Context: an optimization exercise on an open-source flow, tuned for small area, a short achievable clock period and few clock cycles per item. The choices shown serve that exercise and are no tape-out recipe. In this exercise RTL edits were held to simulation tests only and were not proved equivalent to the original. Power is estimated from default activity; no workload was simulated.

**flow/design.v**
```verilog
module rfm_csa #(
   parameter int N = 3,
   parameter int W = 8
) (
   input  logic [N-1:0][W-1:0] rows,
   output logic [W-1:0]        s,
   output logic [W-1:0]        c
);
   function automatic int rows_after(input int n0, input int lev);
      int n;
      n = n0;
      for (int i = 0; i < 16; i++)
         if (i < lev && n > 2)
            n = (n / 3) * 2 + n % 3;
      rows_after = n;
   endfunction
   function automatic int levels(input int n0);
      int n, l;
      n = n0;
      l = 0;
      for (int i = 0; i < 16; i++)
         if (n > 2) begin
            n = (n / 3) * 2 + n % 3;
            l = l + 1;
         end
      levels = l;
   endfunction
   localparam int L = levels(N);
   logic [L:0][N-1:0][W-1:0] t;
   assign t[0] = rows;
   for (genvar l = 0; l < L; l++) begin : g_lev
      localparam int NI = rows_after(N, l);
      localparam int NG = NI / 3;
      localparam int NO = rows_after(N, l + 1);
      for (genvar g = 0; g < NG; g++) begin : g_fa
         logic [W-1:0] a, b, d, m;
         assign a = t[l][3*g];
         assign b = t[l][3*g+1];
         assign d = t[l][3*g+2];
         assign m = (a & b) | (a & d) | (b & d);
         assign t[l+1][2*g]   = a ^ b ^ d;
         assign t[l+1][2*g+1] = {m[W-2:0], 1'b0};
      end
      for (genvar r = 3 * NG; r < NI; r++) begin : g_pass
         assign t[l+1][2*NG+r-3*NG] = t[l][r];
      end
      for (genvar r = NO; r < N; r++) begin : g_zero
         assign t[l+1][r] = '0;
      end
   end
   assign s = t[L][0];
   assign c = (N > 1) ? t[L][1] : '0;
endmodule
module raycast_floor_texel_mapper_unit (
   input  logic        clock,
   input  logic        reset,
   input  logic        req_valid,
   output logic        req_ready,
   input  logic        req_func,
   input  logic [9:0]  req_column,
   input  logic [9:0]  req_start_row,
   input  logic        req_side,
   input  logic [1:0]  req_dir_x_sign,
   input  logic [1:0]  req_dir_y_sign,
   input  logic [5:0]  req_map_x,
   input  logic [5:0]  req_map_y,
   input  logic [15:0] req_wall_frac,
   input  logic [23:0] req_wall_dist,
   output logic        rsp_valid,
   input  logic        rsp_ready,
   output logic [9:0]  rsp_out_column,
   output logic [9:0]  rsp_floor_row,
   output logic [10:0] rsp_sky_row,
   output logic [9:0]  rsp_tex_x,
   output logic [9:0]  rsp_tex_y,
   output logic        rsp_last,
   input  logic        csr_we,
   input  logic [2:0]  csr_index,
   input  logic [21:0] csr_wdata
);
   localparam int N1 = 14;    
   localparam int N2 = 9;     
   localparam logic [N1-1:0] CUT1 = 14'h3FFF;
   localparam logic [N2-1:0] CUT2 = 9'h1FF;
   logic [10:0] screen_rows_ff;
   logic [21:0] cam_x_ff, cam_y_ff;
   logic [10:0] tex_width_ff, tex_height_ff;
   logic [10:0] h;
   logic [1:0][23:0] sl_dist;
   logic [1:0]       sl_dzero;
   logic [1:0][22:0] sl_px, sl_py;
   logic [1:0][9:0]  sl_col, sl_y0;
   logic [1:0][25:0] sl_dist3;     
   logic [1:0][23:0] sl_dx, sl_dy;  
   logic [1:0][25:0] sl_dx3, sl_dy3;  
   logic        live_ff, slot_ff, fresh_ff;
   logic [9:0]  row_ff;
   logic        accept, setup_go, row_go, issue;
   logic [10:0] y, y_next;
   logic        row_ok;
   logic [11:0] d_val;
   logic        blocked, adv;
   logic        rsp_valid_ff;
   logic [9:0]  rsp_column_ff, rsp_row_ff, rsp_tx_ff, rsp_ty_ff;
   logic [10:0] rsp_sky_ff;
   logic        rsp_last_ff;
   assign h = (screen_rows_ff > 11'd1024) ? 11'd1024 : screen_rows_ff;
   always_ff @(posedge clock) begin
      if (reset) begin
         screen_rows_ff <= 11'd480;
         cam_x_ff       <= '0;
         cam_y_ff       <= '0;
         tex_width_ff   <= 11'd64;
         tex_height_ff  <= 11'd64;
      end else if (csr_we) begin
         case (csr_index)
            3'd0: screen_rows_ff <= csr_wdata[10:0];
            3'd1: cam_x_ff       <= csr_wdata;
            3'd2: cam_y_ff       <= csr_wdata;
            3'd3: tex_width_ff   <= csr_wdata[10:0];
            3'd4: tex_height_ff  <= csr_wdata[10:0];
            default: ;
         endcase
      end
   end
   assign adv       = !rsp_valid_ff || rsp_ready;
   assign req_ready = adv && !(req_func == 1'b0 && blocked);
   assign accept    = req_valid && req_ready && !reset;
   assign setup_go  = accept && (req_func == 1'b0);
   assign row_go    = accept && (req_func == 1'b1) && live_ff;
   assign y         = {1'b0, row_ff} + 11'd1;
   assign y_next    = {1'b0, row_ff} + 11'd2;
   assign row_ok    = y < h;
   assign issue     = row_go && row_ok;
   assign d_val     = {y, 1'b0} - {1'b0, h};
   always_ff @(posedge clock) begin
      if (reset) begin
         live_ff <= 1'b0;
      end else if (setup_go) begin
         slot_ff  <= !slot_ff;
         row_ff   <= req_start_row;
         live_ff  <= ({1'b0, req_start_row} + 11'd1) < h;
         fresh_ff <= 1'b1;
      end else if (row_go) begin
         if (!row_ok) begin
            live_ff <= 1'b0;
         end else begin
            row_ff   <= y[9:0];
            fresh_ff <= 1'b0;
            if (y_next >= h)
               live_ff <= 1'b0;
         end
      end
   end
   always_ff @(posedge clock) begin
      if (setup_go) begin
         sl_dist[!slot_ff]  <= req_wall_dist;
         sl_dzero[!slot_ff] <= (req_wall_dist == '0);
         sl_col[!slot_ff]   <= req_column;
         sl_y0[!slot_ff]    <= req_start_row + 10'd1;
         if (req_side == 1'b0 && req_dir_x_sign == 2'd1) begin
            sl_px[!slot_ff] <= {1'b0, req_map_x, 16'b0};
            sl_py[!slot_ff] <= {1'b0, req_map_y, req_wall_frac};
         end else if (req_side == 1'b0 && req_dir_x_sign == 2'd2) begin
            sl_px[!slot_ff] <= {{1'b0, req_map_x} + 7'd1, 16'b0};
            sl_py[!slot_ff] <= {1'b0, req_map_y, req_wall_frac};
         end else if (req_side == 1'b1 && req_dir_y_sign == 2'd1) begin
            sl_px[!slot_ff] <= {1'b0, req_map_x, req_wall_frac};
            sl_py[!slot_ff] <= {1'b0, req_map_y, 16'b0};
         end else begin
            sl_px[!slot_ff] <= {1'b0, req_map_x, req_wall_frac};
            sl_py[!slot_ff] <= {{1'b0, req_map_y} + 7'd1, 16'b0};
         end
      end
   end
   always_ff @(posedge clock) begin
      for (int s = 0; s < 2; s++) begin
         sl_dist3[s] <= {2'b00, sl_dist[s]} + {1'b0, sl_dist[s], 1'b0};
         sl_dx[s]    <= {1'b0, sl_px[s]} - {2'b00, cam_x_ff};
         sl_dy[s]    <= {1'b0, sl_py[s]} - {2'b00, cam_y_ff};
         sl_dx3[s]   <= {{2{sl_dx[s][23]}}, sl_dx[s]} + {sl_dx[s][23], sl_dx[s], 1'b0};
         sl_dy3[s]   <= {{2{sl_dy[s][23]}}, sl_dy[s]} + {sl_dy[s][23], sl_dy[s], 1'b0};
      end
   end
   logic       i_v, i_tag, i_first, i_sat;
   logic [9:0] i_d;
   always_ff @(posedge clock) begin
      if (reset) begin
         i_v <= 1'b0;
      end else if (adv) begin
         i_v <= issue;
      end
   end
   always_ff @(posedge clock) begin
      if (adv) begin
         i_tag   <= slot_ff;
         i_first <= fresh_ff;
         i_sat   <= d_val[11] || (d_val == '0) || sl_dzero[slot_ff];
         i_d     <= d_val[9:0];
      end
   end
   logic [N1:0]        a1_v, a1_tag, a1_first, a1_sat;
   logic [N1:0][9:0]   a1_d, a1_r;
   logic [N1:0][11:0]  a1_d3;
   logic [N1:0][27:0]  a1_q;
   logic [N1:0]        a1_busy;
   logic [27:0]        num1;
   assign num1 = {1'b0, h, 16'b0};
   assign a1_v[0]     = i_v;
   assign a1_tag[0]   = i_tag;
   assign a1_first[0] = i_first;
   assign a1_sat[0]   = i_sat;
   assign a1_d[0]     = i_d;
   assign a1_d3[0]    = {2'b00, i_d} + {1'b0, i_d, 1'b0};
   assign a1_r[0]     = '0;
   assign a1_q[0]     = '0;
   assign a1_busy[0]  = i_v && (i_tag != slot_ff);
   for (genvar k = 0; k < N1; k++) begin : g_div1
      localparam logic [9:0] MASK_IN  = (k >= 5) ? 10'h3FF : 10'((1 << (2 * k)) - 1);
      localparam logic [9:0] MASK_OUT = (k >= 4) ? 10'h3FF : 10'((1 << (2 * k + 2)) - 1);
      logic [11:0] trial;
      logic [12:0] t1, t2, t3;
      logic [9:0]  r_n;
      logic [1:0]  q_n;
      assign trial = {a1_r[k] & MASK_IN, num1[27-2*k -: 2]};
      assign t1    = {1'b0, trial} - {3'b000, a1_d[k]};
      assign t2    = {1'b0, trial} - {2'b00, a1_d[k], 1'b0};
      assign t3    = {1'b0, trial} - {1'b0, a1_d3[k]};
      always_comb begin
         if (!t3[12]) begin
            q_n = 2'd3;
            r_n = t3[9:0];
         end else if (!t2[12]) begin
            q_n = 2'd2;
            r_n = t2[9:0];
         end else if (!t1[12]) begin
            q_n = 2'd1;
            r_n = t1[9:0];
         end else begin
            q_n = 2'd0;
            r_n = trial[9:0];
         end
      end
      if (CUT1[k]) begin : g_reg
         logic        v, tag, first, sat;
         logic [9:0]  d, r;
         logic [11:0] d3;
         logic [27:0] q;
         always_ff @(posedge clock) begin
            if (reset) begin
               v <= 1'b0;
            end else if (adv) begin
               v <= a1_v[k];
            end
         end
         always_ff @(posedge clock) begin
            if (adv) begin
               tag   <= a1_tag[k];
               first <= a1_first[k];
               sat   <= a1_sat[k];
               d     <= a1_d[k];
               d3    <= a1_d3[k];
               r     <= r_n & MASK_OUT;
               q     <= {a1_q[k][25:0], q_n};
            end
         end
         assign a1_v[k+1]     = v;
         assign a1_tag[k+1]   = tag;
         assign a1_first[k+1] = first;
         assign a1_sat[k+1]   = sat;
         assign a1_d[k+1]     = d;
         assign a1_d3[k+1]    = d3;
         assign a1_r[k+1]     = r;
         assign a1_q[k+1]     = q;
         assign a1_busy[k+1]  = v && (tag != slot_ff);
      end else begin : g_wire
         assign a1_v[k+1]     = a1_v[k];
         assign a1_tag[k+1]   = a1_tag[k];
         assign a1_first[k+1] = a1_first[k];
         assign a1_sat[k+1]   = a1_sat[k];
         assign a1_d[k+1]     = a1_d[k];
         assign a1_d3[k+1]    = a1_d3[k];
         assign a1_r[k+1]     = r_n & MASK_OUT;
         assign a1_q[k+1]     = {a1_q[k][25:0], q_n};
         assign a1_busy[k+1]  = 1'b0;
      end
   end
   logic [N2:0]        a2_v, a2_tag, a2_first, a2_sat;
   logic [N2:0][23:0]  a2_r;
   logic [N2:0][17:0]  a2_q;
   logic [N2:0]        a2_busy;
   logic [27:0]        dist1;
   logic [25:0]        sat_dif;
   assign dist1       = a1_q[N1];
   assign sat_dif     = {1'b0, dist1[26:2]} - {2'b00, a1_tag[N1] ? sl_dist[1] : sl_dist[0]};
   assign a2_v[0]     = a1_v[N1];
   assign a2_tag[0]   = a1_tag[N1];
   assign a2_first[0] = a1_first[N1];
   assign a2_sat[0]   = a1_sat[N1] || !sat_dif[25];
   assign a2_r[0]     = dist1[25:2];
   assign a2_q[0]     = '0;
   assign a2_busy[0]  = 1'b0;
   for (genvar k = 0; k < N2; k++) begin : g_div2
      logic [23:0] dv;
      logic [25:0] dv3;
      logic [25:0] trial;
      logic [26:0] t1, t2, t3;
      logic [23:0] r_n;
      logic [1:0]  q_n;
      assign dv    = a2_tag[k] ? sl_dist[1] : sl_dist[0];
      assign dv3   = a2_tag[k] ? sl_dist3[1] : sl_dist3[0];
      assign trial = {a2_r[k], (k == 0) ? dist1[1:0] : 2'b00};
      assign t1    = {1'b0, trial} - {3'b000, dv};
      assign t2    = {1'b0, trial} - {2'b00, dv, 1'b0};
      assign t3    = {1'b0, trial} - {1'b0, dv3};
      always_comb begin
         if (!t3[26]) begin
            q_n = 2'd3;
            r_n = t3[23:0];
         end else if (!t2[26]) begin
            q_n = 2'd2;
            r_n = t2[23:0];
         end else if (!t1[26]) begin
            q_n = 2'd1;
            r_n = t1[23:0];
         end else begin
            q_n = 2'd0;
            r_n = trial[23:0];
         end
      end
      if (CUT2[k]) begin : g_reg
         logic        v, tag, first, sat;
         logic [23:0] r;
         logic [17:0] q;
         always_ff @(posedge clock) begin
            if (reset) begin
               v <= 1'b0;
            end else if (adv) begin
               v <= a2_v[k];
            end
         end
         always_ff @(posedge clock) begin
            if (adv) begin
               tag   <= a2_tag[k];
               first <= a2_first[k];
               sat   <= a2_sat[k];
               r     <= r_n;
               q     <= {a2_q[k][15:0], a2_sat[k] ? 2'd3 : q_n};
            end
         end
         assign a2_v[k+1]     = v;
         assign a2_tag[k+1]   = tag;
         assign a2_first[k+1] = first;
         assign a2_sat[k+1]   = sat;
         assign a2_r[k+1]     = r;
         assign a2_q[k+1]     = q;
         assign a2_busy[k+1]  = v && (tag != slot_ff);
      end else begin : g_wire
         assign a2_v[k+1]     = a2_v[k];
         assign a2_tag[k+1]   = a2_tag[k];
         assign a2_first[k+1] = a2_first[k];
         assign a2_sat[k+1]   = a2_sat[k];
         assign a2_r[k+1]     = r_n;
         assign a2_q[k+1]     = {a2_q[k][15:0], a2_sat[k] ? 2'd3 : q_n};
         assign a2_busy[k+1]  = 1'b0;
      end
   end
   logic [17:0]      w;
   logic [1:0][31:0] dm1, dm3;
   logic [1:0][21:0] csel;
   logic [1:0][31:0] l1_s_n, l1_c_n;
   logic [1:0][23:0] dpick;
   logic [1:0][25:0] dpick3;
   assign w         = a2_q[N2];
   assign dpick[0]  = a2_tag[N2] ? sl_dx[1] : sl_dx[0];
   assign dpick[1]  = a2_tag[N2] ? sl_dy[1] : sl_dy[0];
   assign dpick3[0] = a2_tag[N2] ? sl_dx3[1] : sl_dx3[0];
   assign dpick3[1] = a2_tag[N2] ? sl_dy3[1] : sl_dy3[0];
   assign dm1[0]    = {{8{dpick[0][23]}}, dpick[0]};
   assign dm1[1]    = {{8{dpick[1][23]}}, dpick[1]};
   assign dm3[0]    = {{6{dpick3[0][25]}}, dpick3[0]};
   assign dm3[1]    = {{6{dpick3[1][25]}}, dpick3[1]};
   assign csel[0]   = cam_x_ff;
   assign csel[1]   = cam_y_ff;
   logic [1:0][9:0][31:0] lrows;
   for (genvar ax = 0; ax < 2; ax++) begin : g_lerp
      for (genvar i = 0; i < 9; i++) begin : g_digit
         logic [31:0] mult;
         always_comb begin
            case (w[2*i+1 -: 2])
               2'd0:    mult = 32'd0;
               2'd1:    mult = dm1[ax];
               2'd2:    mult = {dm1[ax][30:0], 1'b0};
               default: mult = dm3[ax];
            endcase
         end
         assign lrows[ax][i] = mult << (2 * i);
      end
      assign lrows[ax][9] = {csel[ax][15:0], 16'b0};
      rfm_csa #(.N(10), .W(32)) u_csa (
         .rows (lrows[ax]),
         .s    (l1_s_n[ax]),
         .c    (l1_c_n[ax])
      );
   end
   logic             l1_v, l1_tag, l1_first;
   logic [1:0][31:0] l1_s, l1_c;
   always_ff @(posedge clock) begin
      if (reset) begin
         l1_v <= 1'b0;
      end else if (adv) begin
         l1_v <= a2_v[N2];
      end
   end
   always_ff @(posedge clock) begin
      if (adv) begin
         l1_tag   <= a2_tag[N2];
         l1_first <= a2_first[N2];
         l1_s     <= l1_s_n;
         l1_c     <= l1_c_n;
      end
   end
   logic [1:0][31:0] l2_sum;
   assign l2_sum[0] = l1_s[0] + l1_c[0];
   assign l2_sum[1] = l1_s[1] + l1_c[1];
   logic             l2_v, l2_tag, l2_first;
   logic [1:0][15:0] l2_f;
   always_ff @(posedge clock) begin
      if (reset) begin
         l2_v <= 1'b0;
      end else if (adv) begin
         l2_v <= l1_v;
      end
   end
   always_ff @(posedge clock) begin
      if (adv) begin
         l2_tag   <= l1_tag;
         l2_first <= l1_first;
         l2_f[0]  <= l2_sum[0][31:16];
         l2_f[1]  <= l2_sum[1][31:16];
      end
   end
   logic [1:0][10:0] ssel;
   logic [1:0][25:0] t1_s_n, t1_c_n;
   assign ssel[0] = tex_width_ff;
   assign ssel[1] = tex_height_ff;
   logic [1:0][10:0][25:0] trows;
   for (genvar ax = 0; ax < 2; ax++) begin : g_tex
      for (genvar j = 0; j < 11; j++) begin : g_row
         assign trows[ax][j] = ssel[ax][j] ? (26'(l2_f[ax]) << j) : 26'd0;
      end
      rfm_csa #(.N(11), .W(26)) u_csa (
         .rows (trows[ax]),
         .s    (t1_s_n[ax]),
         .c    (t1_c_n[ax])
      );
   end
   logic             t1_v, t1_tag, t1_first;
   logic [1:0][25:0] t1_s, t1_c;
   always_ff @(posedge clock) begin
      if (reset) begin
         t1_v <= 1'b0;
      end else if (adv) begin
         t1_v <= l2_v;
      end
   end
   always_ff @(posedge clock) begin
      if (adv) begin
         t1_tag   <= l2_tag;
         t1_first <= l2_first;
         t1_s     <= t1_s_n;
         t1_c     <= t1_c_n;
      end
   end
   logic [1:0][25:0] t2_sum;
   assign t2_sum[0] = t1_s[0] + t1_c[0];
   assign t2_sum[1] = t1_s[1] + t1_c[1];
   assign blocked = (|a1_busy) || (|a2_busy)
                 || (l1_v && (l1_tag != slot_ff))
                 || (l2_v && (l2_tag != slot_ff))
                 || (t1_v && (t1_tag != slot_ff));
   logic [9:0] out_y;
   assign out_y = t1_first ? (t1_tag ? sl_y0[1] : sl_y0[0]) : rsp_row_ff + 10'd1;
   always_ff @(posedge clock) begin
      if (reset) begin
         rsp_valid_ff <= 1'b0;
      end else if (adv) begin
         rsp_valid_ff <= t1_v;
      end
   end
   always_ff @(posedge clock) begin
      if (adv && t1_v) begin
         rsp_column_ff <= t1_tag ? sl_col[1] : sl_col[0];
         rsp_row_ff    <= out_y;
         rsp_sky_ff    <= h - {1'b0, out_y};
         rsp_last_ff   <= ({1'b0, out_y} + 11'd1) >= h;
         rsp_tx_ff     <= t2_sum[0][25:16];
         rsp_ty_ff     <= t2_sum[1][25:16];
      end
   end
   assign rsp_valid      = rsp_valid_ff;
   assign rsp_out_column = rsp_column_ff;
   assign rsp_floor_row  = rsp_row_ff;
   assign rsp_sky_row    = rsp_sky_ff;
   assign rsp_tex_x      = rsp_tx_ff;
   assign rsp_tex_y      = rsp_ty_ff;
   assign rsp_last       = rsp_last_ff;
endmodule
```
**flow/run.sh**
```bash
#!/bin/bash
# synth_recipe.tcl (not shown) runs the flow's synth.tcl, then flattens the netlist and writes it again
# the make line also repeats each setting of config.mk as NAME=value (left out here)
make -C /OpenROAD-flow-scripts/flow DESIGN_CONFIG=/design/flow/config.mk WORK_HOME=/design/flow/orfs CLKGATE_MAP_FILE= SYNTH_SCRIPT=/design/flow/synth_recipe.tcl finish
```
**flow/config.mk**
```make
export PLATFORM = sky130hd
export DESIGN_NAME = raycast_floor_texel_mapper_unit
export DESIGN_NICKNAME = raycast_floor_texel_mapper_unit
export VERILOG_FILES = /design/flow/design.v
export SDC_FILE = /design/flow/constraint.sdc
export NUM_CORES = 4
export LEC_CHECK = 0
export CAP_MARGIN = 20
export CORE_MARGIN = 2
export CORE_UTILIZATION = 45
export PLACE_DENSITY = 0.6
export SLEW_MARGIN = 20
```
**flow/constraint.sdc**
```tcl
create_clock -name core_clock -period 5.0 [get_ports {clock}]
set_input_delay 1.0000 -clock core_clock [delete_from_list [all_inputs] [get_ports {clock}]]
set_output_delay 1.0000 -clock core_clock [all_outputs]
set_load 0.01 [all_outputs]
```
==> out/results.env, run 1 <==
WORST-PATH-BUF-INV=3
CRITICAL_PATH_CLASS='reg2reg'
WORSTPATHCELLLIST='buf_12 > mux2i_1 > ha_1 > a21oi_1 > o21a_1 > nand3b_1 > o21ai_1 > nor2b_1 > buf_4 > a41oi_1 > o2bb2ai_1 > o31a_1 > nand2_1 > buf_4 > o21ai_0'
NET-SWITCHING-POWER_mW=48.8
REPORT.FINAL.SLEW_VIOL_COUNT=0
CORE_AREA_UM2=327000
CTSROOTBUFFERMASTER='sky130_fd_sc_hd__clkbuf_16'
PORTBUFFERS=161
P_LEAK_nW=71.4
CTS-HTREE-LEVELS=4
SWITCHING_SHARE_PCT=43.4
SYNTH-EDFF-COUNT=1406
SEQ_POWER_SHARE_PCT=24.4
HOLD_PATH.CLASS='reg2reg'
TOTAL_POWER_mW=113
SHARE_OF_CELLS_ABOVE_DRIVE_STRENGTH_1_PCT=7.20
GLOBAL_ROUTE.USAGE.TOTAL_PCT=26.2
TIMING_WORST_SLEW_PIN_VALUE_NS=1.03
FINALSETUPVIOLCOUNT=0
YOSYS.AREA.TOP_TYPE_SHARE_PCT=28.6
ROUTED-VIA-COUNT=115000
POST_SYNTH_MOST_FREQUENT_CELLS='sky130_fd_sc_hd__ha_1, sky130_fd_sc_hd__edfxtp_1, sky130_fd_sc_hd__a21oi_1'
CRIT_FANOUT=33
GLOBALPLACE.CONGESTION=0.961
GRT_PASS1_VIAS=113000
SEQ_AREA_FRAC_SYNTH_PCT=33.5
CRIT_PATH_END_KIND='flip-flop'
ANTENNA_FOUND_INITIAL=11
SYNTHESIS.NETS=17400
FINAL_PERIOD_MINUS_WORST_SETUP_SLACK_NS=4.89
CLKPWRFRAC_PCT=14.4
DIE_HEIGHT_UM=576
NUMBER_OF_SINKS_ON_THE_CLOCK_NET=1764
CTS_MADE_BUFFERS=209
CLKLATENCYLATEPIN_NS=0.94
FINALWIRELENGTH_UM=444000
YOSYS.AREA.TOP_TYPE='sky130_fd_sc_hd__edfxtp_1'
CRITICAL_PATH_ARRIVAL_NS=5.49
CLOCK_TREE.BUFFER_DEPTH=4
YOSYSWARNINGS=1
CTS_TREE='yes'
GR-TOTAL-OVERFLOW=0
NETLIST-CELL-TYPE-COUNT=104
PATH_CLK_SLEW_NS=0.06
CAP_VIOLATIONS=0
FILLERINSTANCES=30200
OUTCOME='no timing/DRC/antenna violations'
DETAIL-ROUTE-ANTENNA-NETS=0
DRT-INITIAL-DRC-COUNT=9144
WORST_IR_DROP_VDD_V=0.000940
AVGROUTEDWIREPERCELL_UM=22.2
SHARE_OF_SYNTHESIZED_FLIP_FLOPS_WITH_AN_ASYNCHRONOUS_SET_OR_RESET_PCT=0
SETUP.WORST_PATH.START_CLASS='flip-flop'
DESIGN.PORTCOUNT=162
SEQCELLAREA_UM2=49400
MAXCLOCKFREQUENCY_MHz=204
TIMING.RR.START='g_div2[3].g_reg.tag'
WIRE_LENGTH_OF_THE_FIRST_GLOBAL_ROUTING_PASS_UM=675000
POST_SYNTH_INSTANCE_AREA_UM2=147000
REG2REG_SLACK_NS=0.11
SETUP.WORST_PATH.START='g_div2[3].g_reg.tag'
HOLD_VIOL=0
HP-START='a2_q[116]'
SYNTH_CELLS=15200
YS_DOMINANT_REG_CELL='sky130_fd_sc_hd__edfxtp_1'
SYNTH_AREA_PER_CELL_UM2=9.69
WORSTPATHREQUIRED_NS=5.60
CRITICAL_PATH.SLOWEST_CELL='sky130_fd_sc_hd__o31a_1'
P_COMB_SHARE_PCT=61.2
DR.PASS1.ITERS=6
FINAL.SETUP.TNS_NS=0
ROW_COUNT=210
RSZ_0062_RAISED_AFTER_GLOBAL_ROUTING='false'
REMAINING_DRCS=0
INITIAL_UTILIZATION_PCT=45.1
FLOW.AREA_GROWTH_FROM_SYNTHESIS_PCT=11.6
TIMING.CRITICAL_PATH.SLOWEST_CELL_DELAY_NS=0.55
TIMING.FINAL.CRIT_SHARE_PCT=97.8
MULTI_INPUT_AREA_UM2=91200
INTERNAL_POWER_mW=63.7
CTS_HOLD_REPAIR.BUFFERS=0
PATH_DELAY_FAMILY='compound AO/OA/AOI/OAI gates'
FFS_LATCHES_SYNTH=1764
CRITPATHMOSTFREQUENTCELL='sky130_fd_sc_hd__buf_4'
GRT_MAX_DEGREE=143
SYNTHTOPCELLSBYAREA='sky130_fd_sc_hd__edfxtp_1, sky130_fd_sc_hd__ha_1, sky130_fd_sc_hd__fa_1'
POWER_DENSITY_nW_PER_UM2=684
DIE_AREA_UM2=332000
HPWL_UM=349000
CLOCK-SKEW-FINAL_NS=0.0963
SYNTH_MOST_COMMON_CELL='sky130_fd_sc_hd__ha_1'
WORST_SLEW_MARGIN_RELATIVE_TO_ITS_LIMIT_PCT=30.2
DIE_WIDTH_UM=576
FINAL_NET_COUNT=17700
VIAS_PER_CELL=5.73
==> stage by stage <==
step | std cells | setup WS, ns | cell area [µm²] | hold slack [ns] | util (%)
after floorplan | 15200 | 0.0410 | 147000 | 0.352 | -
after global placement | 19600 | 0.266 | 157000 | 0.376 | 48.1
after detailed placement | 19600 | 0.246 | 157000 | 0.384 | 48.1
after CTS | 20000 | 0.0423 | 164000 | 0.390 | 50.3
after global routing | 20000 | 0.0238 | 164000 | 0.393 | 50.3
final | 20000 | 0.110 | 164000 | 0.394 | 50.3
==> sequential cells by signal, indices dropped and copies added (netlist names), 52 cells and up, named ones only <==
signal           flops
g_div1.g_reg.r     110
a1_q               196
a2_q                72
g_div1.g_reg.d3    146
sl_dx3              52
g_div2.g_reg.r     192
sl_dy3              52
sl_dist3            52
g_div1.g_reg.d     127
==> layout by cell type (no fill, tap or decap), drive strengths merged, types with 618 or more instances in the layout <==
master | Yosys | routed
a21oi | 1382 | 1382
edfxtp | 1406 | 1406
fa | 618 | 618
ha | 1502 | 1502
inv | 1189 | 1210
mux2i | 630 | 630
nand2 | 1087 | 1087
nor2 | 1025 | 1025
o21ai | 813 | 813
xnor2 | 681 | 681
==> path summary, 6_finish.rpt <==
kind	to	cells past startpoint
hold / removal	a2_q[136]	0
setup reg to reg	g_div2[4].g_reg.r[14]	15
hold reg to reg	a2_q[136]	0
setup / recovery	g_div2[4].g_reg.r[14]	15
==> per-layer routing <==
layer	global-route usage, %	share of wire, %
met2	43.2	46
met1	35.5	44
met5	0	0.0038
met3	3.44	6.2
met4	8.22	3.4
==> area by class of cell <==
cell class | instances | area share, %
Multi-Input combinational cell | 11600 | 55.5
Timing Repair Buffer | 718 | 4.04
Sequential cell | 1764 | 30.0
Antenna cell | 4 | 0.00609
Clock buffer | 249 | 3.38
Clock inverter | 141 | 1.02
Inverter | 1189 | 2.72
Tap cell | 4346 | 3.31
==> repair_timing <==
action | 4_1_cts | 5_1_grt
buffers inserted | 1 | 6
endpoints found under the hold margin | 0 | 0
gates resized for setup | 1 | 7
endpoints found under the setup margin | 1 | 15
cloned | 0 | 1
pin swaps | 0 | 2
==> kinds of logic after synthesis <==
logic type / synth area share [%]
DFF: 33.5
muxes: 5.15
buffers and inverters: 4.76
adders and majority gates: 21.2
and+or+nand+nor: 11.4
AOI/OAI and AO/OA: 18.2
xor gates and xnor gates: 5.79
==> power by group through the flow <==
stage	registers, mW	logic [mW]	clock network (mW)
CTS	27.4	69.0	16.6
global placement	27.7	67.4	0
detailed placement	27.6	68.5	0
finish	27.4	68.9	16.2
global route	27.8	78.7	17.1
floorplan	25.5	51.5	0
Testbench counts, summed over its fixed seeds: cycles 18,828, items 18,465.
==> run 2: changes to the inputs <==
--- a/flow/design.v
+++ b/flow/design.v
@@ -94,11 +94,19 @@
    logic [1:0][23:0] sl_dx, sl_dy;  
    logic [1:0][25:0] sl_dx3, sl_dy3;  
-   logic        live_ff, slot_ff, fresh_ff;
+   logic [1:0][9:0]  sl_row;      
+   logic [1:0]       sl_fresh;    
+   logic        live_ff, slot_ff;
    logic [9:0]  row_ff;
-   logic        accept, setup_go, row_go, issue;
+   logic        accept, setup_go, row_go, n_issue;
    logic [10:0] y, y_next;
    logic        row_ok;
+   logic        blocked;
+   logic        epoch_ff, rp_active, rp_slot;
+   logic [9:0]  rp_row;
+   logic        rp_first, rp_end;
+   logic        arrive, out_free, drop_now, load;
+   logic        iss_v, iss_tag, iss_first;
+   logic [10:0] iss_y;
    logic [11:0] d_val;
-   logic        blocked, adv;
    logic        rsp_valid_ff;
    logic [9:0]  rsp_column_ff, rsp_row_ff, rsp_tx_ff, rsp_ty_ff;
@@ -124,6 +132,6 @@
       end
    end
-   assign adv       = !rsp_valid_ff || rsp_ready;
-   assign req_ready = adv && !(req_func == 1'b0 && blocked);
+   assign row_ff    = sl_row[slot_ff];
+   assign req_ready = !rp_active && !drop_now && (req_func || !blocked);
    assign accept    = req_valid && req_ready && !reset;
    assign setup_go  = accept && (req_func == 1'b0);
@@ -132,22 +140,46 @@
    assign y_next    = {1'b0, row_ff} + 11'd2;
    assign row_ok    = y < h;
-   assign issue     = row_go && row_ok;
-   assign d_val     = {y, 1'b0} - {1'b0, h};
+   assign n_issue   = row_go && row_ok;
+   assign rp_first  = rp_row == (rp_slot ? sl_y0[1] : sl_y0[0]);
+   assign rp_end    = rp_row == (rp_slot ? sl_row[1] : sl_row[0]);
+   assign iss_v     = rp_active || n_issue;
+   assign iss_tag   = rp_active ? rp_slot : slot_ff;
+   assign iss_first = rp_active ? rp_first : sl_fresh[slot_ff];
+   assign iss_y     = rp_active ? {1'b0, rp_row} : y;
+   assign d_val     = {iss_y, 1'b0} - {1'b0, h};
    always_ff @(posedge clock) begin
       if (reset) begin
-         live_ff <= 1'b0;
-      end else if (setup_go) begin
-         slot_ff  <= !slot_ff;
-         row_ff   <= req_start_row;
-         live_ff  <= ({1'b0, req_start_row} + 11'd1) < h;
-         fresh_ff <= 1'b1;
-      end else if (row_go) begin
-         if (!row_ok) begin
-            live_ff <= 1'b0;
-         end else begin
-            row_ff   <= y[9:0];
-            fresh_ff <= 1'b0;
-            if (y_next >= h)
+         live_ff   <= 1'b0;
+         rp_active <= 1'b0;
+      end else begin
+         if (setup_go) begin
+            slot_ff            <= !slot_ff;
+            sl_row[!slot_ff]   <= req_start_row;
+            sl_fresh[!slot_ff] <= 1'b1;
+            live_ff            <= ({1'b0, req_start_row} + 11'd1) < h;
+         end else if (row_go) begin
+            if (!row_ok) begin
                live_ff <= 1'b0;
+            end else begin
+               sl_row[slot_ff]   <= y[9:0];
+               sl_fresh[slot_ff] <= 1'b0;
+               if (y_next >= h)
+                  live_ff <= 1'b0;
+            end
+         end
+         if (drop_now) begin
+            epoch_ff  <= !epoch_ff;
+            rp_active <= 1'b1;
+            rp_slot   <= t1_tag;
+            rp_row    <= out_y;
+         end else if (rp_active) begin
+            if (!rp_end) begin
+               rp_row <= rp_row + 10'd1;
+            end else if (rp_slot != slot_ff && !sl_fresh[slot_ff]) begin
+               rp_slot <= slot_ff;
+               rp_row  <= slot_ff ? sl_y0[1] : sl_y0[0];
+            end else begin
+               rp_active <= 1'b0;
+            end
          end
       end
@@ -183,22 +215,21 @@
       end
    end
-   logic       i_v, i_tag, i_first, i_sat;
+   logic       i_v, i_ep, i_tag, i_first, i_sat;
    logic [9:0] i_d;
    always_ff @(posedge clock) begin
       if (reset) begin
          i_v <= 1'b0;
-      end else if (adv) begin
-         i_v <= issue;
+      end else begin
+         i_v <= iss_v;
       end
    end
    always_ff @(posedge clock) begin
-      if (adv) begin
-         i_tag   <= slot_ff;
-         i_first <= fresh_ff;
-         i_sat   <= d_val[11] || (d_val == '0) || sl_dzero[slot_ff];
-         i_d     <= d_val[9:0];
-      end
+      i_ep    <= epoch_ff;
+      i_tag   <= iss_tag;
+      i_first <= iss_first;
+      i_sat   <= d_val[11] || (d_val == '0) || (iss_tag ? sl_dzero[1] : sl_dzero[0]);
+      i_d     <= d_val[9:0];
    end
-   logic [N1:0]        a1_v, a1_tag, a1_first, a1_sat;
+   logic [N1:0]        a1_v, a1_ep, a1_tag, a1_first, a1_sat;
    logic [N1:0][9:0]   a1_d, a1_r;
    logic [N1:0][11:0]  a1_d3;
@@ -208,4 +239,5 @@
    assign num1 = {1'b0, h, 16'b0};
    assign a1_v[0]     = i_v;
+   assign a1_ep[0]    = i_ep;
    assign a1_tag[0]   = i_tag;
    assign a1_first[0] = i_first;
@@ -243,5 +275,5 @@
       end
       if (CUT1[k]) begin : g_reg
-         logic        v, tag, first, sat;
+         logic        v, ep, tag, first, sat;
          logic [9:0]  d, r;
          logic [11:0] d3;
@@ -250,10 +282,11 @@
             if (reset) begin
                v <= 1'b0;
-            end else if (adv) begin
+            end else begin
                v <= a1_v[k];
             end
          end
          always_ff @(posedge clock) begin
-            if (adv) begin
+            begin
+               ep    <= a1_ep[k];
                tag   <= a1_tag[k];
                first <= a1_first[k];
@@ -266,4 +299,5 @@
          end
          assign a1_v[k+1]     = v;
+         assign a1_ep[k+1]    = ep;
          assign a1_tag[k+1]   = tag;
          assign a1_first[k+1] = first;
@@ -276,4 +310,5 @@
       end else begin : g_wire
          assign a1_v[k+1]     = a1_v[k];
+         assign a1_ep[k+1]    = a1_ep[k];
          assign a1_tag[k+1]   = a1_tag[k];
          assign a1_first[k+1] = a1_first[k];
@@ -286,5 +321,5 @@
       end
    end
-   logic [N2:0]        a2_v, a2_tag, a2_first, a2_sat;
+   logic [N2:0]        a2_v, a2_ep, a2_tag, a2_first, a2_sat;
    logic [N2:0][23:0]  a2_r;
    logic [N2:0][17:0]  a2_q;
@@ -295,4 +330,5 @@
    assign sat_dif     = {1'b0, dist1[26:2]} - {2'b00, a1_tag[N1] ? sl_dist[1] : sl_dist[0]};
    assign a2_v[0]     = a1_v[N1];
+   assign a2_ep[0]    = a1_ep[N1];
    assign a2_tag[0]   = a1_tag[N1];
    assign a2_first[0] = a1_first[N1];
@@ -330,5 +366,5 @@
       end
       if (CUT2[k]) begin : g_reg
-         logic        v, tag, first, sat;
+         logic        v, ep, tag, first, sat;
          logic [23:0] r;
          logic [17:0] q;
@@ -336,10 +372,11 @@
             if (reset) begin
                v <= 1'b0;
-            end else if (adv) begin
+            end else begin
                v <= a2_v[k];
             end
          end
          always_ff @(posedge clock) begin
-            if (adv) begin
+            begin
+               ep    <= a2_ep[k];
                tag   <= a2_tag[k];
                first <= a2_first[k];
@@ -350,4 +387,5 @@
          end
          assign a2_v[k+1]     = v;
+         assign a2_ep[k+1]    = ep;
          assign a2_tag[k+1]   = tag;
          assign a2_first[k+1] = first;
@@ -358,4 +396,5 @@
       end else begin : g_wire
          assign a2_v[k+1]     = a2_v[k];
+         assign a2_ep[k+1]    = a2_ep[k];
          assign a2_tag[k+1]   = a2_tag[k];
          assign a2_first[k+1] = a2_first[k];
@@ -404,15 +443,16 @@
       );
    end
-   logic             l1_v, l1_tag, l1_first;
+   logic             l1_v, l1_ep, l1_tag, l1_first;
    logic [1:0][31:0] l1_s, l1_c;
    always_ff @(posedge clock) begin
       if (reset) begin
          l1_v <= 1'b0;
-      end else if (adv) begin
+      end else begin
          l1_v <= a2_v[N2];
       end
    end
    always_ff @(posedge clock) begin
-      if (adv) begin
+      begin
+         l1_ep    <= a2_ep[N2];
          l1_tag   <= a2_tag[N2];
          l1_first <= a2_first[N2];
@@ -424,15 +464,16 @@
    assign l2_sum[0] = l1_s[0] + l1_c[0];
    assign l2_sum[1] = l1_s[1] + l1_c[1];
-   logic             l2_v, l2_tag, l2_first;
+   logic             l2_v, l2_ep, l2_tag, l2_first;
    logic [1:0][15:0] l2_f;
    always_ff @(posedge clock) begin
       if (reset) begin
          l2_v <= 1'b0;
-      end else if (adv) begin
+      end else begin
          l2_v <= l1_v;
       end
    end
    always_ff @(posedge clock) begin
-      if (adv) begin
+      begin
+         l2_ep    <= l1_ep;
          l2_tag   <= l1_tag;
          l2_first <= l1_first;
@@ -456,15 +497,16 @@
       );
    end
-   logic             t1_v, t1_tag, t1_first;
+   logic             t1_v, t1_ep, t1_tag, t1_first;
    logic [1:0][25:0] t1_s, t1_c;
    always_ff @(posedge clock) begin
       if (reset) begin
          t1_v <= 1'b0;
-      end else if (adv) begin
+      end else begin
          t1_v <= l2_v;
       end
    end
    always_ff @(posedge clock) begin
-      if (adv) begin
+      begin
+         t1_ep    <= l2_ep;
          t1_tag   <= l2_tag;
          t1_first <= l2_first;
@@ -481,14 +523,20 @@
                  || (t1_v && (t1_tag != slot_ff));
    logic [9:0] out_y;
-   assign out_y = t1_first ? (t1_tag ? sl_y0[1] : sl_y0[0]) : rsp_row_ff + 10'd1;
+   assign out_y    = t1_first ? (t1_tag ? sl_y0[1] : sl_y0[0]) : rsp_row_ff + 10'd1;
+   assign arrive   = t1_v && (t1_ep == epoch_ff);
+   assign out_free = !rsp_valid_ff || rsp_ready;
+   assign drop_now = arrive && !out_free;
+   assign load     = arrive && out_free;
    always_ff @(posedge clock) begin
       if (reset) begin
          rsp_valid_ff <= 1'b0;
-      end else if (adv) begin
-         rsp_valid_ff <= t1_v;
+      end else if (load) begin
+         rsp_valid_ff <= 1'b1;
+      end else if (rsp_ready) begin
+         rsp_valid_ff <= 1'b0;
       end
    end
    always_ff @(posedge clock) begin
-      if (adv && t1_v) begin
+      if (load) begin
          rsp_column_ff <= t1_tag ? sl_col[1] : sl_col[0];
          rsp_row_ff    <= out_y;
==> out/results.env, run 2 <==
OUTCOME='no timing/DRC/antenna violations'
PORTBUFFERS=161
GLOBAL_ROUTE.USAGE.TOTAL_PCT=28.5
POST_SYNTH_MOST_FREQUENT_CELLS='sky130_fd_sc_hd__dfxtp_1, sky130_fd_sc_hd__ha_1, sky130_fd_sc_hd__a21oi_1'
TOTAL_POWER_mW=122
REG2REGPATHDEPTH=11
CRIT_PATH_TO='req_ready'
TIMING.CRITICAL_PATH.SLOWEST_CELL_DELAY_NS=0.61
PATH_CLK_SLEW_NS=0.07
MAXCLOCKFREQUENCY_MHz=206
CRITICAL_PATH_ARRIVAL_NS=3.87
WORST-PATH-BUF-INV=2
YOSYS.AREA.TOP_TYPE='sky130_fd_sc_hd__dfxtp_1'
SYNTHTOPCELLSBYAREA='sky130_fd_sc_hd__dfxtp_1, sky130_fd_sc_hd__ha_1, sky130_fd_sc_hd__fa_1'
HPWL_UM=357000
DRT-INITIAL-DRC-COUNT=11600
YS_DOMINANT_REG_CELL='sky130_fd_sc_hd__dfxtp_1'
INITIAL_UTILIZATION_PCT=45.2
POWER_DENSITY_nW_PER_UM2=792
SETUP.WORST_PATH.START_CLASS='flip-flop'
GRT_PASS1_VIAS=107000
HOLD_PATH.CLASS='reg2reg'
FINAL.SETUP.TNS_NS=0
DESIGN.PORTCOUNT=162
SYNTH_MOST_COMMON_CELL='sky130_fd_sc_hd__dfxtp_1'
SYNTHESIS.NETS=17600
SYNTH_AREA_PER_CELL_UM2=9.00
CORE_AREA_UM2=305000
GR-TOTAL-OVERFLOW=0
AVGROUTEDWIREPERCELL_UM=23.0
SEQ_AREA_FRAC_SYNTH_PCT=28.3
POST_SYNTH_INSTANCE_AREA_UM2=138000
GLOBALPLACE.CONGESTION=1.01
LAYOUT_COMMONEST_CELL='sky130_fd_sc_hd__dfxtp_1'
CAP_VIOLATIONS=0
DPL.CELL_COUNT=19500
DR.PASS1.ITERS=6
REG2REG_SLACK_NS=0.17
SYNTH-EDFF-COUNT=269
DIE_WIDTH_UM=558
REMAINING_DRCS=0
YOSYSWARNINGS=1
TIMING_WORST_SLEW_PIN_VALUE_NS=1.25
WORSTPATHREQUIRED_NS=4.00
CLKLATENCYLATEPIN_NS=0.92
YOSYS.AREA.TOP_TYPE_SHARE_PCT=22.4
CTSROOTBUFFERMASTER='sky130_fd_sc_hd__clkbuf_16'
MULTI_INPUT_AREA_UM2=91900
LARGEST_REGISTER_FF_COUNT=196
CRITICAL_PATH.SLOWEST_CELL='sky130_fd_sc_hd__dfxtp_4'
SETUP.WORST_PATH.START='g_div2[0].g_reg.tag'
MIN_DELAY_PATH_DEPTH=0
WORST_SLEW_MARGIN_RELATIVE_TO_ITS_LIMIT_PCT=16.4
DIE_AREA_UM2=311000
HOLD_VIOL=0
WIRE_LENGTH_OF_THE_FIRST_GLOBAL_ROUTING_PASS_UM=678000
FINAL-INSTANCE-COUNT-EXCL-FILL=19900
CTS_HOLD_REPAIR.BUFFERS=0
P_LEAK_nW=69.9
CTS_MADE_BUFFERS=209
DIE_HEIGHT_UM=558
CP_NUM_CELLS=8
MOSTFREQUENTLAYOUTCELLS='sky130_fd_sc_hd__dfxtp_1, sky130_fd_sc_hd__ha_1, sky130_fd_sc_hd__a21oi_1, sky130_fd_sc_hd__inv_1, sky130_fd_sc_hd__nand2_1'
SHARE_OF_SYNTHESIZED_FLIP_FLOPS_WITH_AN_ASYNCHRONOUS_SET_OR_RESET_PCT=0
NETLIST-CELL-TYPE-COUNT=109
FINAL_PERIOD_MINUS_WORST_SETUP_SLACK_NS=4.87
CRIT-REG2REG-CAPTURE='g_div2[5].g_reg.r[21]'
WORSTPATHCELLLIST='o22ai_1 > a221oi_1 > nand4_1 > nor4_1 > o22a_1 > o21ai_1 > inv_1 > clkdlybuf4s50_1'
GRT_MAX_DEGREE=99
CTS_TREE='yes'
SEQCELLAREA_UM2=39100
CLOCK_TREE.BUFFER_DEPTH=4
PATH_DELAY_FAMILY='compound AO/OA/AOI/OAI gates'
FINALWIRELENGTH_UM=456000
FLOW.AREA_GROWTH_FROM_SYNTHESIS_PCT=11.7
CRITICAL_PATH_CLASS='reg2out'
ROW_COUNT=203
DETAIL-ROUTE-ANTENNA-NETS=0
FILLERINSTANCES=29000
ANTENNA_FOUND_INITIAL=18
CRIT_FANOUT=22
CLOCK-SKEW-FINAL_NS=0.0736
TIMING.FINAL.CRIT_SHARE_PCT=97.3
SYNTH_CELLS=15300
RSZ_0062_RAISED_AFTER_GLOBAL_ROUTING='false'
SHARE_OF_CELLS_ABOVE_DRIVE_STRENGTH_1_PCT=7.58
CTS-HTREE-LEVELS=4
VIAS_PER_CELL=5.74
NUMBER_OF_SINKS_ON_THE_CLOCK_NET=1815
WORST_IR_DROP_VDD_V=0.00108
REPORT.FINAL.SLEW_VIOL_COUNT=0
WORST_HOLD_SLACK_NS=0.299
CRIT_PATH_END_KIND='primary output'
FFS_LATCHES_SYNTH=1815
ROUTED-VIA-COUNT=114000
FINAL_NET_COUNT=17800
FINALSETUPVIOLCOUNT=0
run 2: cell count changes in the layout (fill, tap and decap cells not counted), sizes merged, moves of 62 or more:
cell	previous run	this run
dfxtp	358	1546
nand3	157	219
edfxtp	1406	269
mux2i	630	697
o21ai	813	747
a21oi	1382	1275
run 2: logic make-up after synthesis:
logic type / Yosys count / share of synthesized area [%]
AOI/OAI and AO/OA: 4064 / 19.1
xor gates and xnor gates: 1009 / 6.41
and+or+nand+nor: 3582 / 12.2
muxes: 830 / 6.15
buffers and inverters: 1889 / 5.21
DFF: 1815 / 28.3
adders and majority gates: 2133 / 22.7
run 2: cell type report:
cell class / instances / area share (%)
Multi-Input combinational cell: 11600 / 59.7
Sequential cell: 1815 / 25.4
Timing Repair Buffer: 687 / 4.01
Clock buffer: 277 / 3.85
Tap cell: 4100 / 3.33
Inverter: 1234 / 3.01
Clock inverter: 109 / 0.727
Antenna cell: 16 / 0.0260
run 2: power by group:
group / internal, mW / switching [mW] / leakage [nW] / total [mW]
combinational: 36.1 / 45.7 / 51.1 / 81.9
clock: 9.05 / 6.65 / 3.45 / 15.7
sequential: 20.1 / 4.28 / 15.4 / 24.4
total: 65.3 / 56.7 / 69.9 / 122
run 2: repair_timing:
action                     in CTS  in global routing
hold endpoints to repair        0                  0
buffers inserted                1                  1
gates resized for setup         2                  8
setup endpoints to repair       1                 38
run 2: worst min-delay path by stage:
| stage | startpoint | to |
|---|---|---|
| after floorplan | a1_q[84] | a1_q[114] |
| after global placement | a1_q[266] | a1_q[296] |
| after detailed placement | g_div2[2].g_reg.ep | g_div2[3].g_reg.ep |
| after CTS | a1_q[348] | a1_q[378] |
| after global routing | a1_q[348] | a1_q[378] |
| final | a1_q[348] | a1_q[378] |
run 2: stage by stage:
| step | area, µm² | setup WS (ns) | utilization (%) |
|---|---|---|---|
| 3_5_place_dp | 147000 | 0.142 | 48.1 |
| 6_report | 154000 | 0.134 | 50.4 |
| 2_1_floorplan | 138000 | 0.00375 | - |
| 3_3_place_gp | 147000 | 0.159 | 48.1 |
| 5_1_grt | 154000 | 0.0255 | 50.4 |
| 4_1_cts | 154000 | 0.00519 | 50.4 |
run 2: metal layers:
layer	vias to the layer above	GRT usage (%)	routed length [µm]
met2	4432	39.4	177000
met1	54300	43.1	217000
met4	6	8.18	13900
li1	54500	-	-
met5	-	0.247	46
met3	669	7.19	48200
Testbench counts of run 2, summed over its fixed seeds: cycles 18,828, items 18,465.
==> run 3: changes to the inputs <==
--- a/flow/design.v
+++ b/flow/design.v
@@ -92,6 +92,4 @@
    logic [1:0][9:0]  sl_col, sl_y0;
    logic [1:0][25:0] sl_dist3;     
-   logic [1:0][23:0] sl_dx, sl_dy;  
-   logic [1:0][25:0] sl_dx3, sl_dy3;  
    logic [1:0][9:0]  sl_row;      
    logic [1:0]       sl_fresh;    
@@ -133,5 +131,5 @@
    end
    assign row_ff    = sl_row[slot_ff];
-   assign req_ready = !rp_active && !drop_now && (req_func || !blocked);
+   assign req_ready = !rp_active && (req_func || !blocked);
    assign accept    = req_valid && req_ready && !reset;
    assign setup_go  = accept && (req_func == 1'b0);
@@ -209,8 +207,4 @@
       for (int s = 0; s < 2; s++) begin
          sl_dist3[s] <= {2'b00, sl_dist[s]} + {1'b0, sl_dist[s], 1'b0};
-         sl_dx[s]    <= {1'b0, sl_px[s]} - {2'b00, cam_x_ff};
-         sl_dy[s]    <= {1'b0, sl_py[s]} - {2'b00, cam_y_ff};
-         sl_dx3[s]   <= {{2{sl_dx[s][23]}}, sl_dx[s]} + {sl_dx[s][23], sl_dx[s], 1'b0};
-         sl_dy3[s]   <= {{2{sl_dy[s][23]}}, sl_dy[s]} + {sl_dy[s][23], sl_dy[s], 1'b0};
       end
    end
@@ -233,5 +227,4 @@
    logic [N1:0]        a1_v, a1_ep, a1_tag, a1_first, a1_sat;
    logic [N1:0][9:0]   a1_d, a1_r;
-   logic [N1:0][11:0]  a1_d3;
    logic [N1:0][27:0]  a1_q;
    logic [N1:0]        a1_busy;
@@ -244,5 +237,4 @@
    assign a1_sat[0]   = i_sat;
    assign a1_d[0]     = i_d;
-   assign a1_d3[0]    = {2'b00, i_d} + {1'b0, i_d, 1'b0};
    assign a1_r[0]     = '0;
    assign a1_q[0]     = '0;
@@ -258,5 +250,5 @@
       assign t1    = {1'b0, trial} - {3'b000, a1_d[k]};
       assign t2    = {1'b0, trial} - {2'b00, a1_d[k], 1'b0};
-      assign t3    = {1'b0, trial} - {1'b0, a1_d3[k]};
+      assign t3    = {1'b0, trial} - {3'b000, a1_d[k]} - {2'b00, a1_d[k], 1'b0};
       always_comb begin
          if (!t3[12]) begin
@@ -277,5 +269,4 @@
          logic        v, ep, tag, first, sat;
          logic [9:0]  d, r;
-         logic [11:0] d3;
          logic [27:0] q;
          always_ff @(posedge clock) begin
@@ -293,5 +284,4 @@
                sat   <= a1_sat[k];
                d     <= a1_d[k];
-               d3    <= a1_d3[k];
                r     <= r_n & MASK_OUT;
                q     <= {a1_q[k][25:0], q_n};
@@ -304,5 +294,4 @@
          assign a1_sat[k+1]   = sat;
          assign a1_d[k+1]     = d;
-         assign a1_d3[k+1]    = d3;
          assign a1_r[k+1]     = r;
          assign a1_q[k+1]     = q;
@@ -315,5 +304,4 @@
          assign a1_sat[k+1]   = a1_sat[k];
          assign a1_d[k+1]     = a1_d[k];
-         assign a1_d3[k+1]    = a1_d3[k];
          assign a1_r[k+1]     = r_n & MASK_OUT;
          assign a1_q[k+1]     = {a1_q[k][25:0], q_n};
@@ -412,8 +400,14 @@
    logic [1:0][25:0] dpick3;
    assign w         = a2_q[N2];
-   assign dpick[0]  = a2_tag[N2] ? sl_dx[1] : sl_dx[0];
-   assign dpick[1]  = a2_tag[N2] ? sl_dy[1] : sl_dy[0];
-   assign dpick3[0] = a2_tag[N2] ? sl_dx3[1] : sl_dx3[0];
-   assign dpick3[1] = a2_tag[N2] ? sl_dy3[1] : sl_dy3[0];
+   logic [1:0][22:0] ppick;
+   assign ppick[0] = a2_tag[N2-1] ? sl_px[1] : sl_px[0];
+   assign ppick[1] = a2_tag[N2-1] ? sl_py[1] : sl_py[0];
+   always_ff @(posedge clock) begin
+      for (int ax = 0; ax < 2; ax++) begin
+         dpick[ax]  <= {1'b0, ppick[ax]} - {2'b00, csel[ax]};
+         dpick3[ax] <= {3'b000, ppick[ax]} + {2'b00, ppick[ax], 1'b0}
+                     - {4'b0000, csel[ax]} - {3'b000, csel[ax], 1'b0};
+      end
+   end
    assign dm1[0]    = {{8{dpick[0][23]}}, dpick[0]};
    assign dm1[1]    = {{8{dpick[1][23]}}, dpick[1]};
==> out/results.env, run 3 <==
OUTCOME='no timing/DRC/antenna violations'
SYNTH_MOST_COMMON_CELL='sky130_fd_sc_hd__ha_1'
FINAL_PERIOD_MINUS_WORST_SETUP_SLACK_NS=4.75
WORST_SLEW_MARGIN_RELATIVE_TO_ITS_LIMIT_PCT=22.0
CTS_TREE='yes'
DR.PASS1.ITERS=6
FLOW.AREA_GROWTH_FROM_SYNTHESIS_PCT=10.9
CRITICAL_PATH_ARRIVAL_NS=5.54
SYNTH-EDFF-COUNT=269
ANTENNA_FOUND_INITIAL=21
P_LEAK_nW=65.5
DESIGN.PORTCOUNT=162
ROUTED-VIA-COUNT=105000
AVGROUTEDWIREPERCELL_UM=20.9
MOSTFREQUENTLAYOUTCELLS='sky130_fd_sc_hd__ha_1, sky130_fd_sc_hd__dfxtp_1, sky130_fd_sc_hd__inv_1, sky130_fd_sc_hd__nand2_1, sky130_fd_sc_hd__a21oi_1'
FFS_LATCHES_SYNTH=1570
SHARE_OF_SYNTHESIZED_FLIP_FLOPS_WITH_AN_ASYNCHRONOUS_SET_OR_RESET_PCT=0
INTERNAL_POWER_mW=55.4
SYNTH_AREA_PER_CELL_UM2=9.23
LARGEST_REGISTER_FF_COUNT=196
RSZ_0062_RAISED_AFTER_GLOBAL_ROUTING='false'
SWITCHING_SHARE_PCT=46.2
CRIT_FANOUT=11
DIE_WIDTH_UM=545
CLOCK-SKEW-FINAL_NS=0.0593
REMAINING_DRCS=0
CTS-HTREE-LEVELS=4
FINALSETUPVIOLCOUNT=0
FINAL_NET_COUNT=16600
FILLERINSTANCES=27600
CTS_HOLD_REPAIR.BUFFERS=0
HOLD_PATH.CLASS='reg2reg'
ROW_COUNT=198
TIMING.FINAL.CRIT_SHARE_PCT=94.9
SYNTHTOPCELLSBYAREA='sky130_fd_sc_hd__dfxtp_1, sky130_fd_sc_hd__ha_1, sky130_fd_sc_hd__fa_1'
MULTI_INPUT_AREA_UM2=91100
SEQ_AREA_FRAC_SYNTH_PCT=25.9
SYNTHESIS.NETS=16500
CLOCK_TREE.BUFFER_DEPTH=4
POST_ROUTE_CELL_AREA_UM2=146000
NET-SWITCHING-POWER_mW=47.5
DRT-INITIAL-DRC-COUNT=7411
WORST_IR_DROP_VDD_V=0.00107
YOSYS.AREA.TOP_TYPE='sky130_fd_sc_hd__dfxtp_1'
PLACED_CELL_AREA_UM2=140000
REG2REGPATHDEPTH=16
NETLIST-CELL-TYPE-COUNT=93
YOSYSWARNINGS=1
CTSROOTBUFFERMASTER='sky130_fd_sc_hd__clkbuf_16'
SHARE_OF_CELLS_ABOVE_DRIVE_STRENGTH_1_PCT=9.44
GRT_MAX_DEGREE=88
HOLD_VIOL=0
POST_SYNTH_INSTANCE_AREA_UM2=132000
FINAL.SETUP.TNS_NS=0
SEQCELLAREA_UM2=34200
REPORT.FINAL.SLEW_VIOL_COUNT=0
PORTBUFFERS=161
SYNTH_CELLS=14300
MAXCLOCKFREQUENCY_MHz=211
VIAS_PER_CELL=5.67
LAYOUT_COMMONEST_CELL='sky130_fd_sc_hd__ha_1'
FINALWIRELENGTH_UM=387000
CTS_MADE_BUFFERS=186
CRIT_PATH_END_KIND='flip-flop'
GLOBALPLACE.CONGESTION=0.934
TIMING_WORST_SLEW_PIN_VALUE_NS=1.16
DETAIL-ROUTE-ANTENNA-NETS=0
CAP_VIOLATIONS=0
SETUP.WORST_PATH.START_CLASS='flip-flop'
PATH_CLK_SLEW_NS=0.06
WORSTPATHREQUIRED_NS=5.80
YOSYS.AREA.TOP_TYPE_SHARE_PCT=19.7
INITIAL_UTILIZATION_PCT=45.3
POST_SYNTH_MOST_FREQUENT_CELLS='sky130_fd_sc_hd__ha_1, sky130_fd_sc_hd__dfxtp_1, sky130_fd_sc_hd__inv_1'
CLKPWRFRAC_PCT=13.8
WIRE_LENGTH_OF_THE_FIRST_GLOBAL_ROUTING_PASS_UM=600000
DIE_HEIGHT_UM=545
P_COMB_SHARE_PCT=66.2
DIE_AREA_UM2=297000
CRITICAL_PATH_CLASS='reg2reg'
HPWL_UM=304000
GRT_PASS1_VIAS=104000
NUMBER_OF_SINKS_ON_THE_CLOCK_NET=1570
CORE_AREA_UM2=291000
POWER_DENSITY_nW_PER_UM2=703
CLKLATENCYLATEPIN_NS=0.87
GR-TOTAL-OVERFLOW=0
YS_DOMINANT_REG_CELL='sky130_fd_sc_hd__dfxtp_1'
GLOBAL_ROUTE.USAGE.TOTAL_PCT=25.3
MIN_DELAY_PATH_DEPTH=0
SEQ_POWER_SHARE_PCT=20.0
==> run 3: cell types whose count changed in the layout (fill, tap and decap cells not counted), moves of 96 or more <==
cell | before | now
sky130_fd_sc_hd__buf_4 | 477 | 343
sky130_fd_sc_hd__mux2_2 | 132 | 520
sky130_fd_sc_hd__nand2_1 | 1092 | 996
sky130_fd_sc_hd__dfxtp_1 | 1520 | 1279
sky130_fd_sc_hd__a21oi_1 | 1268 | 927
sky130_fd_sc_hd__nor2_1 | 1062 | 662
==> run 3: final cells by class <==
type                    count  area share (%)
clock inverters            99           0.750
multi-input cells       10900            62.3
flip-flops and latches   1570            23.4
diodes                     16          0.0274
inverters                1198            3.08
clock buffers             244            3.63
well taps                3900            3.34
repair buffers            554            3.51
==> run 3: path summary, 6_finish.rpt <==
kind           endpoint  slack [ns]                 from
max          dpick3[50]        0.25  g_div2[7].g_reg.tag
min reg2reg    a2_q[76]        0.29             a2_q[56]
max reg2reg  dpick3[50]        0.25  g_div2[7].g_reg.tag
min            a2_q[76]        0.29             a2_q[56]
==> run 3: metal layers <==
layer	track usage (%)	routed length, µm	vias up
met5	0.0481	0	-
met4	8.24	12100	0
li1	-	-	50700
met3	3.47	25600	514
met2	39.8	169000	2929
met1	35.8	180000	50600
==> run 3: logic make-up after synthesis <==
logic type,count (synthesis),synth area share (%)
simple gates,3062,11.2
compound gates,3558,17.7
xor+xnor,950,6.31
fa+ha+maj,2135,24.3
flops,1570,25.9
buf+inv,1841,5.29
mux,1176,9.42
==> run 3: power by group through the flow <==
stage               Combinational [mW]  Clock, mW  Sequential, mW
CTS                               68.5       14.5            20.4
detailed placement                68.0          0            20.7
finish                            68.1       14.2            20.5
floorplan                         52.2          0            18.5
global placement                  67.0          0            20.7
global route                      78.4       15.0            20.8
==> run 3: what timing repair did <==
item | in CTS | in global routing
setup endpoints to repair | 1 | 18
hold endpoints to repair | 0 | 0
resized for setup | 5 | 15
pin swaps | 0 | 2
buffers inserted | 3 | 0
==> run 3: worst max-delay path: stages, from the launching register on <==
cell	delay, ns
sky130_fd_sc_hd__dfxtp_4	0.50
sky130_fd_sc_hd__mux2i_4	0.35
sky130_fd_sc_hd__inv_1	0.14
sky130_fd_sc_hd__fa_1	0.53
sky130_fd_sc_hd__fa_1	0.43
sky130_fd_sc_hd__ha_1	0.33
sky130_fd_sc_hd__a21o_1	0.19
sky130_fd_sc_hd__a21oi_1	0.31
sky130_fd_sc_hd__o21ai_0	0.23
sky130_fd_sc_hd__a31o_2	0.30
sky130_fd_sc_hd__a21boi_0	0.32
sky130_fd_sc_hd__o211ai_1	0.18
sky130_fd_sc_hd__nand2_1	0.12
sky130_fd_sc_hd__o2111ai_1	0.16
sky130_fd_sc_hd__a31o_2	0.26
sky130_fd_sc_hd__a21oi_1	0.17
sky130_fd_sc_hd__xnor2_1	0.13
==> run 3: through the flow <==
step           power [mW]  hold slack, ns  setup slack (ns)  util [%]  cells
2_1_floorplan        70.7           0.310            0.0457         -  14300
3_3_place_gp         87.7           0.310            0.0762      47.9  18100
3_5_place_dp         88.7           0.312             0.103      47.9  18100
4_1_cts               103           0.275           0.00273      50.2  18400
5_1_grt               114           0.283           0.00811      50.2  18500
6_report              103           0.289             0.254      50.2  18500
Testbench counts of run 3, summed over its fixed seeds: cycles 18,828, items 18,465.

[what the ideal ports hide]
In the flow no input, the clock included, has a driving cell. The finished layouts below were timed again as built, in two steps. Step 1: set_driving_cell puts a clkbuf_16 on clock and a buf_2 on each other input, an assumption about the parent block. Step 2 adds t to the input delays and takes it off the output delays; t is the mean of the earliest and latest rising clock arrival at the registers after step 1. Input paths then give back, and output paths get back, about the clock's delay inside the block. a / b / c = ideal / step 1 / step 2; a / b = the first two.
| run | t (ns) | setup WS [ns] | hold WS [ns] | worst setup path after step 2 | pins driven straight from the clock port |
|---|---|---|---|---|---|
| run 1 | 0.998 | 0.110 / 0.110 / 0.110 | 0.394 / 0.394 / 0.394 | register to register | 1 |
| run 2 | 0.986 | 0.134 / 0.024 / 0.168 | 0.299 / 0.299 / 0.299 | register to register | 1 |
| run 3 | 0.944 | 0.254 / 0.166 / 0.254 | 0.289 / 0.289 / 0.289 | register to register | 1 |
After both steps every run listed still meets setup and hold.
